What follows belongs to an exercise in optimizing a design on an open flow for small area and a short achievable clock period; a production flow would make more cautious choices. RTL that was checked went through simulation tests only; none was proved equivalent to the original.

job 104:
// mac_sequencer
module mac_sequencer #(
    parameter int ADDR_W = 21,
    parameter int CNT_W  = 4,
    parameter int STRIDE = 8,
    parameter int DATA_W = 64
) (
    input  logic                      clk,
    input  logic                      rst_n,
    input  logic                      start,
    input  logic [ADDR_W-1:0]         start_addr,
    input  logic [CNT_W-1:0]          start_count,
    output logic                      busy,
    output logic [ADDR_W+CNT_W:0]     mir,
    output logic                      mem_req,
    output logic [ADDR_W-1:0]         mem_addr,
    input  logic                      mem_ack,
    input  logic [DATA_W-1:0]         mem_rdata,
    output logic [DATA_W-1:0]         acc_out,
    output logic                      done
);
    logic                 busy_q, req_q, mac_q, done_q;
    logic                 valid_q;
    logic [ADDR_W-1:0]    addr_q;
    logic [CNT_W-1:0]     count_q;
    logic [63:0]          acc_q;
    logic                 last;
    assign last = (count_q == CNT_W'(1));
    always_ff @(posedge clk or negedge rst_n) begin
        if (!rst_n) begin
            busy_q  <= 1'b0;
            req_q   <= 1'b0;
            mac_q   <= 1'b0;
            done_q  <= 1'b0;
            valid_q <= 1'b0;
            addr_q  <= '0;
            count_q <= '0;
        end else begin
            if (!busy_q) begin
                if (start) begin
  ...
make LEC_CHECK=0 ABC_AREA=1 CAP_MARGIN=20 CORE_MARGIN=2 CORE_UTILIZATION=60 SETUP_SLACK_MARGIN=5 SLEW_MARGIN=20 SYNTH_HIERARCHICAL=1 SYNTH_MINIMUM_KEEP_SIZE=0 finish   # period 10.0 ns
run.sh (not shown) runs the stock make flow with config.mk's settings and CLKGATE_MAP_FILE= SYNTH_SCRIPT=/design/flow/synth_recipe.tcl, a recipe that flattens the netlist after the stock synthesis.
What job 105 does differently from job 104 at the input level:
Settings: a change of CORE_UTILIZATION from 60 to 40; a deleted SETUP_SLACK_MARGIN that had been 5.
Notes after the runs:
- Global-route wire length before repair in job 105 is 2.5% lower than in job 104
- Maximum fanout along the worst path, job 105 and job 104: larger value in job 104
- Post-cts sizing count sits lower in job 105 than in job 104.
- Job 105 | status: complete | timing, DRC, antenna: pass
- On detailed-route wire length: job 105 sits below job 104.

* * *

10-15:
mac_sequencer, a different RTL version from the one above (not shown whole).
For scale: about 3200 cells after synthesis, ~440 flip-flops.
Settings: LEC_CHECK=0, ABC_AREA=1, CAP_MARGIN=20, CORE_MARGIN=2, CORE_UTILIZATION=40, SETUP_SLACK_MARGIN=4.5, SLEW_MARGIN=20, SYNTH_HIERARCHICAL=1, SYNTH_MINIMUM_KEEP_SIZE=0; clock period 10.0 ns.
10-15 finished all stages; the layout is clean.
Here is what was changed in the inputs of 11-04 compared with 10-15.
# 10-15
export LEC_CHECK = 0
export ABC_AREA = 1
export CAP_MARGIN = 20
export CORE_MARGIN = 2
export CORE_UTILIZATION = 40
export SETUP_SLACK_MARGIN = 4.5
export SLEW_MARGIN = 20
export SYNTH_HIERARCHICAL = 1
export SYNTH_MINIMUM_KEEP_SIZE = 0
create_clock -name core_clock -period 10.0 [get_ports {clk}]
# 11-04
export LEC_CHECK = 0
export ABC_AREA = 1
export CAP_MARGIN = 20
export CORE_MARGIN = 2
export CORE_UTILIZATION = 60
export CTS_BUF_LIST = sky130_fd_sc_hd__clkbuf_8
export SETUP_SLACK_MARGIN = 5
export SLEW_MARGIN = 20
export SYNTH_HIERARCHICAL = 1
export SYNTH_MINIMUM_KEEP_SIZE = 0
create_clock -name core_clock -period 10.0 [get_ports {clk}]
Findings:
11-04 was carried through to the last stage, and its layout satisfied the timing, DRC and antenna checks.
Number of buffers created by CTS on 11-04 is up relative to 10-15.
In 11-04 the sequential portion of the cell area turned out 0.19 points higher than in 10-15.
Layout overhead on the synthesized area was higher in 10-15 than in 11-04.
No run of this note included a check of the RTL's function; only the layout flow was run.

* * *

mac_sequencer, a different RTL version from the one above (not shown whole).
Size: roughly 3100 cells after synthesis, roughly 300 flip-flops, roughly 210 I/O pins, about 0.031 mm2 of cells after synthesis.
export LEC_CHECK = 0
export ABC_AREA = 1
export CAP_MARGIN = 20
export CORE_MARGIN = 2
export CORE_UTILIZATION = 40
export CTS_CLUSTER_DIAMETER = 80
export CTS_CLUSTER_SIZE = 24
export SETUP_SLACK_MARGIN = 5
export SLEW_MARGIN = 20
export SYNTH_HIERARCHICAL = 1
export SYNTH_MINIMUM_KEEP_SIZE = 0
create_clock -name core_clock -period 10.0 [get_ports {clk}]
standard.sh (not shown) runs the stock make flow with config.mk's settings and CLKGATE_MAP_FILE= SYNTH_SCRIPT=/design/flow/synth_recipe.tcl, a recipe that flattens the netlist after the stock synthesis.
==> flow/flow/run.sh <==
#!/bin/bash
# The standard ORFS layout (standard.sh), with the smallest buffer on the ports
# (buffer_ports -buffer_cell); repair_timing upsizes the ones on critical paths.
set -uo pipefail
bash standard.sh 'BUFFER_PORTS_ARGS=-buffer_cell sky130_fd_sc_hd__buf_1' finish > make_finish.log 2>&1
==> next run, changes <==
==> flow/flow/run.sh (replaced) <==
#!/bin/bash
# The standard ORFS layout (standard.sh), with the smallest buffer on the ports
# (buffer_ports -buffer_cell), and repair_timing aiming for a few tenths of a ns more
# setup slack than the standard flow's setting allows, to cover the routed parasitics.
set -uo pipefail
bash standard.sh SETUP_SLACK_MARGIN=5.6 'BUFFER_PORTS_ARGS=-buffer_cell sky130_fd_sc_hd__buf_1' finish > make_finish.log 2>&1
SETUP_SLACK_MARGIN = default   (was 5)
Result: Core utilization went up by 3.8 points. Worst setup slack gains 0.62 ns. Via count rose by about 7%.

* * *

run 1:
Starting RTL as in the previous note.
==> flow/config.mk <==
export PLATFORM = sky130hd
export DESIGN_NAME = mac_sequencer
export DESIGN_NICKNAME = mac_sequencer
export VERILOG_FILES = /design/flow/design.v
export SDC_FILE = /design/flow/constraint.sdc
export NUM_CORES = 4
export LEC_CHECK = 0
export ABC_AREA = 1
export CAP_MARGIN = 20
export CORE_MARGIN = 2
export CORE_UTILIZATION = 50
export CTS_CLUSTER_DIAMETER = 100
export CTS_CLUSTER_SIZE = 30
export SLEW_MARGIN = 20
export SYNTH_HIERARCHICAL = 1
export SYNTH_MINIMUM_KEEP_SIZE = 0
==> flow/constraint.sdc <==
create_clock -name core_clock -period 10.0 [get_ports {clk}]
set_input_delay 2.0000 -clock core_clock [delete_from_list [all_inputs] [get_ports {clk}]]
set_output_delay 2.0000 -clock core_clock [all_outputs]
set_load 0.01 [all_outputs]
==> flow/flow/run.sh <==
#!/bin/bash
# The standard ORFS layout (standard.sh), with the smallest buffer on the ports
# (buffer_ports -buffer_cell), and repair_timing aiming for a few tenths of a ns more
# setup slack than the standard flow's setting allows, to cover the routed parasitics.
set -uo pipefail
bash standard.sh SETUP_SLACK_MARGIN=5.45 'BUFFER_PORTS_ARGS=-buffer_cell sky130_fd_sc_hd__buf_1' finish > make_finish.log 2>&1
#### Input delta (run 2 over run 1)
# run 1
export LEC_CHECK = 0
export ABC_AREA = 1
export CAP_MARGIN = 20
export CORE_MARGIN = 2
export CORE_UTILIZATION = 50
export CTS_CLUSTER_DIAMETER = 100
export CTS_CLUSTER_SIZE = 30
export SLEW_MARGIN = 20
export SYNTH_HIERARCHICAL = 1
export SYNTH_MINIMUM_KEEP_SIZE = 0
create_clock -name core_clock -period 10.0 [get_ports {clk}]
# run 2
export LEC_CHECK = 0
export ABC_AREA = 1
export CAP_MARGIN = 20
export CORE_MARGIN = 2
export CORE_UTILIZATION = 40
export CTS_CLUSTER_DIAMETER = 80
export CTS_CLUSTER_SIZE = 24
export SETUP_SLACK_MARGIN = 5
export SLEW_MARGIN = 20
export SYNTH_HIERARCHICAL = 1
export SYNTH_MINIMUM_KEEP_SIZE = 0
create_clock -name core_clock -period 10.0 [get_ports {clk}]
==> flow/run.sh (new file) <==
#!/bin/bash
# synth_recipe.tcl (not shown) runs the flow's synth.tcl, then flattens the netlist and writes it again
# the make line also repeats each setting of config.mk as NAME=value (left out here)
make -C /OpenROAD-flow-scripts/flow DESIGN_CONFIG=/design/flow/config.mk WORK_HOME=/design/flow/orfs CLKGATE_MAP_FILE= SYNTH_SCRIPT=/design/flow/synth_recipe.tcl finish
removed: flow/flow/run.sh
removed: flow/standard.sh
==> notes.md <==
In run 2 the data arrival time of the worst path turned out 0.39 ns higher than in run 1. In run 2 relative to run 1, inserted tap cell count had gone up by more than 10%. | clock period minus worst slack | run 2 vs run 1 | 0.38 ns higher |. In run 2 relative to run 1, via density per instance had gone down by more than 10%. In run 2 the area of the placeable core turned out 25% higher than in run 1. Between run 1 and run 2, the largest driver fanout on the critical path is lower for run 1. In the final reports, the cell area of run 2 is smaller than that of run 1.
--- input diff run 2..run 3 ---
# run 2
export LEC_CHECK = 0
export ABC_AREA = 1
export CAP_MARGIN = 20
export CORE_MARGIN = 2
export CORE_UTILIZATION = 40
export CTS_CLUSTER_DIAMETER = 80
export CTS_CLUSTER_SIZE = 24
export SETUP_SLACK_MARGIN = 5
export SLEW_MARGIN = 20
export SYNTH_HIERARCHICAL = 1
export SYNTH_MINIMUM_KEEP_SIZE = 0
create_clock -name core_clock -period 10.0 [get_ports {clk}]
# run 3
export LEC_CHECK = 0
export ABC_AREA = 1
export CAP_MARGIN = 20
export CORE_MARGIN = 2
export CORE_UTILIZATION = 40
export CTS_CLUSTER_DIAMETER = 80
export CTS_CLUSTER_SIZE = 24
export SLEW_MARGIN = 20
export SYNTH_HIERARCHICAL = 1
export SYNTH_MINIMUM_KEEP_SIZE = 0
create_clock -name core_clock -period 10.0 [get_ports {clk}]
==> flow/flow/run.sh (new file) <==
#!/bin/bash
# The standard ORFS layout (standard.sh), with the smallest buffer on the ports
# (buffer_ports -buffer_cell), and repair_timing aiming for a few tenths of a ns more
# setup slack than the standard flow's setting allows, to cover the routed parasitics.
set -uo pipefail
bash standard.sh SETUP_SLACK_MARGIN=5.3 'BUFFER_PORTS_ARGS=-buffer_cell sky130_fd_sc_hd__buf_1' finish > make_finish.log 2>&1
==> flow/standard.sh (new file) <==
#!/bin/bash
# synth_recipe.tcl (not shown) runs the flow's synth.tcl, then flattens the netlist and writes it again
# the make line also repeats each setting of config.mk as NAME=value (left out here)
make -C /OpenROAD-flow-scripts/flow DESIGN_CONFIG=/design/flow/config.mk WORK_HOME=/design/flow/orfs CLKGATE_MAP_FILE= SYNTH_SCRIPT=/design/flow/synth_recipe.tcl "${@:-finish}"
removed: flow/run.sh
==> comparison <==
Estimated wirelength of the detail-placed design shrinks slightly when moving from run 2 to run 3.
Run 3 — total length of routed met2 wires about 2.3% lower, run 2 as reference
The lower slack of the worst reg-to-reg path came out of run 2.
Between run 3 and run 2, it is run 3 whose final period utilization is lower, by 2.8 points.
Run 3 ran to completion and came out clean on the timing, DRC and antenna checks.
Comparing run 2 with run 3, the clock skew came out essentially unchanged.
Worst slack at placement: run 3 vs run 2 up 0.20 ns
When run 3 is set beside run 2, its wire length the detailed router placed on met1 turns out to be about 5.6% smaller.
Summary of run 3 over run 2: utilization now smaller; cell count rose by 16.
The following lists how run 4 was set up differently from run 3:
# run 3
export LEC_CHECK = 0
export ABC_AREA = 1
export CAP_MARGIN = 20
export CORE_MARGIN = 2
export CORE_UTILIZATION = 40
export CTS_CLUSTER_DIAMETER = 80
export CTS_CLUSTER_SIZE = 24
export SLEW_MARGIN = 20
export SYNTH_HIERARCHICAL = 1
export SYNTH_MINIMUM_KEEP_SIZE = 0
create_clock -name core_clock -period 10.0 [get_ports {clk}]
# run 4
export LEC_CHECK = 0
export ABC_AREA = 1
export CAP_MARGIN = 20
export CORE_MARGIN = 2
export CORE_UTILIZATION = 40
export CTS_CLUSTER_DIAMETER = 100
export CTS_CLUSTER_SIZE = 30
export SLEW_MARGIN = 20
export SYNTH_HIERARCHICAL = 1
export SYNTH_MINIMUM_KEEP_SIZE = 0
create_clock -name core_clock -period 10.0 [get_ports {clk}]
==> notes.md <==
Between run 3 and run 4, the area added between synthesis and finish is higher for run 3. Run 4 finished every stage and its layout cleared the timing, DRC and antenna checks. Going from run 3 to run 4, total number of vias about even; non-clock buffer share of cell area has remained practically unchanged; sequential share of layout area neither gained nor lost much; setup slack rose by 0.017 ns; global-route met2 utilization essentially unchanged. Between run 4 and run 3, it is run 4 whose summed area of non-filler cells in the final layout is lower, by about 0.6%. First-iteration DRC count for run 4: about 11% up relative to run 3. Core util | run 4 vs run 3 | run 4 lower.
Edits applied to the flow inputs when going from run 4 to run 5:
# run 4
export LEC_CHECK = 0
export ABC_AREA = 1
export CAP_MARGIN = 20
export CORE_MARGIN = 2
export CORE_UTILIZATION = 40
export CTS_CLUSTER_DIAMETER = 100
export CTS_CLUSTER_SIZE = 30
export SLEW_MARGIN = 20
export SYNTH_HIERARCHICAL = 1
export SYNTH_MINIMUM_KEEP_SIZE = 0
create_clock -name core_clock -period 10.0 [get_ports {clk}]
# run 5
export LEC_CHECK = 0
export ABC_AREA = 1
export CAP_MARGIN = 20
export CORE_MARGIN = 2
export CORE_UTILIZATION = 40
export CTS_CLUSTER_DIAMETER = 100
export CTS_CLUSTER_SIZE = 30
export SLEW_MARGIN = 20
export SYNTH_HIERARCHICAL = 1
export SYNTH_MINIMUM_KEEP_SIZE = 0
export TNS_END_PERCENT = 0
create_clock -name core_clock -period 10.0 [get_ports {clk}]
--- a/flow/flow/run.sh
+++ b/flow/flow/run.sh
@@ -5,2 +5,2 @@
 set -uo pipefail
-bash standard.sh SETUP_SLACK_MARGIN=5.3 'BUFFER_PORTS_ARGS=-buffer_cell sky130_fd_sc_hd__buf_1' finish > make_finish.log 2>&1
+bash standard.sh SETUP_SLACK_MARGIN=5.45 'BUFFER_PORTS_ARGS=-buffer_cell sky130_fd_sc_hd__buf_1' finish > make_finish.log 2>&1
==> notes.md <==
- Relative to run 4, worst hold slack increased by 0.010 ns in run 5.
- Against run 4, run 5 reports a peak clock frequency supported by timing that is higher.

[afterwards: timing with drivers on the ports]
The flow's constraints put no driver on any port. The routed layouts listed below were extracted and timed again, unchanged, in two steps.
Step 1 (the two cells are an assumption about what drives the block):
set clk [get_ports {clk}]
set_driving_cell -lib_cell sky130_fd_sc_hd__clkbuf_16 $clk
set_driving_cell -lib_cell sky130_fd_sc_hd__buf_2 [delete_from_list [all_inputs] $clk]
Step 2 times the ports against the registers' clock, not the clock port: input delays grow and output delays shrink by t, the midpoint of the rising clock arrivals with the driver on.
Slacks: no drivers / after step 1 / after step 2; pairs: no drivers / after step 1.
| run | shift t [ns] | setup slack, ns | latest minus earliest clock arrival (ns) | worst slew at a driven data input, ns | pins driven straight from the clock port |
|---|---|---|---|---|---|
| job 104 | 0.653 | 4.968 / 4.999 / 4.346 | 0.033 / 0.032 | 0.09 | 1 |
| job 105 | 0.649 | 4.290 / 4.310 / 3.661 | 0.024 / 0.024 | 0.14 | 1 |
| 10-15 | 0.685 | 4.751 / 4.795 / 4.110 | 0.024 / 0.024 | 0.09 | 1 |
| 11-04 | 0.753 | 4.975 / 5.010 / 4.257 | 0.046 / 0.046 | 0.06 | 1 |
| the first run of note 3 | 0.652 | 4.902 / 4.946 / 4.294 | 0.034 / 0.034 | 0.14 | 1 |
| the second run of note 3 | 0.671 | 5.526 / 5.554 / 4.883 | 0.032 / 0.032 | 0.15 | 1 |
| run 1 | 0.620 | 5.390 / 5.390 / 4.827 | 0.048 / 0.048 | 0.07 | 1 |
| run 2 | 0.662 | 5.012 / 5.042 / 4.380 | 0.036 / 0.036 | 0.09 | 1 |
| run 3 | 0.651 | 5.289 / 5.327 / 4.676 | 0.033 / 0.033 | 0.14 | 1 |
| run 4 | 0.645 | 5.305 / 5.350 / 4.705 | 0.040 / 0.039 | 0.13 | 1 |
| run 5 | 0.628 | 5.407 / 5.449 / 4.821 | 0.029 / 0.030 | 0.15 | 1 |
After both steps every run listed still meets setup and hold. The setup slack of 11-04, which loses most, moves by +0.035 ns with the drivers and by -0.718 ns with both steps.
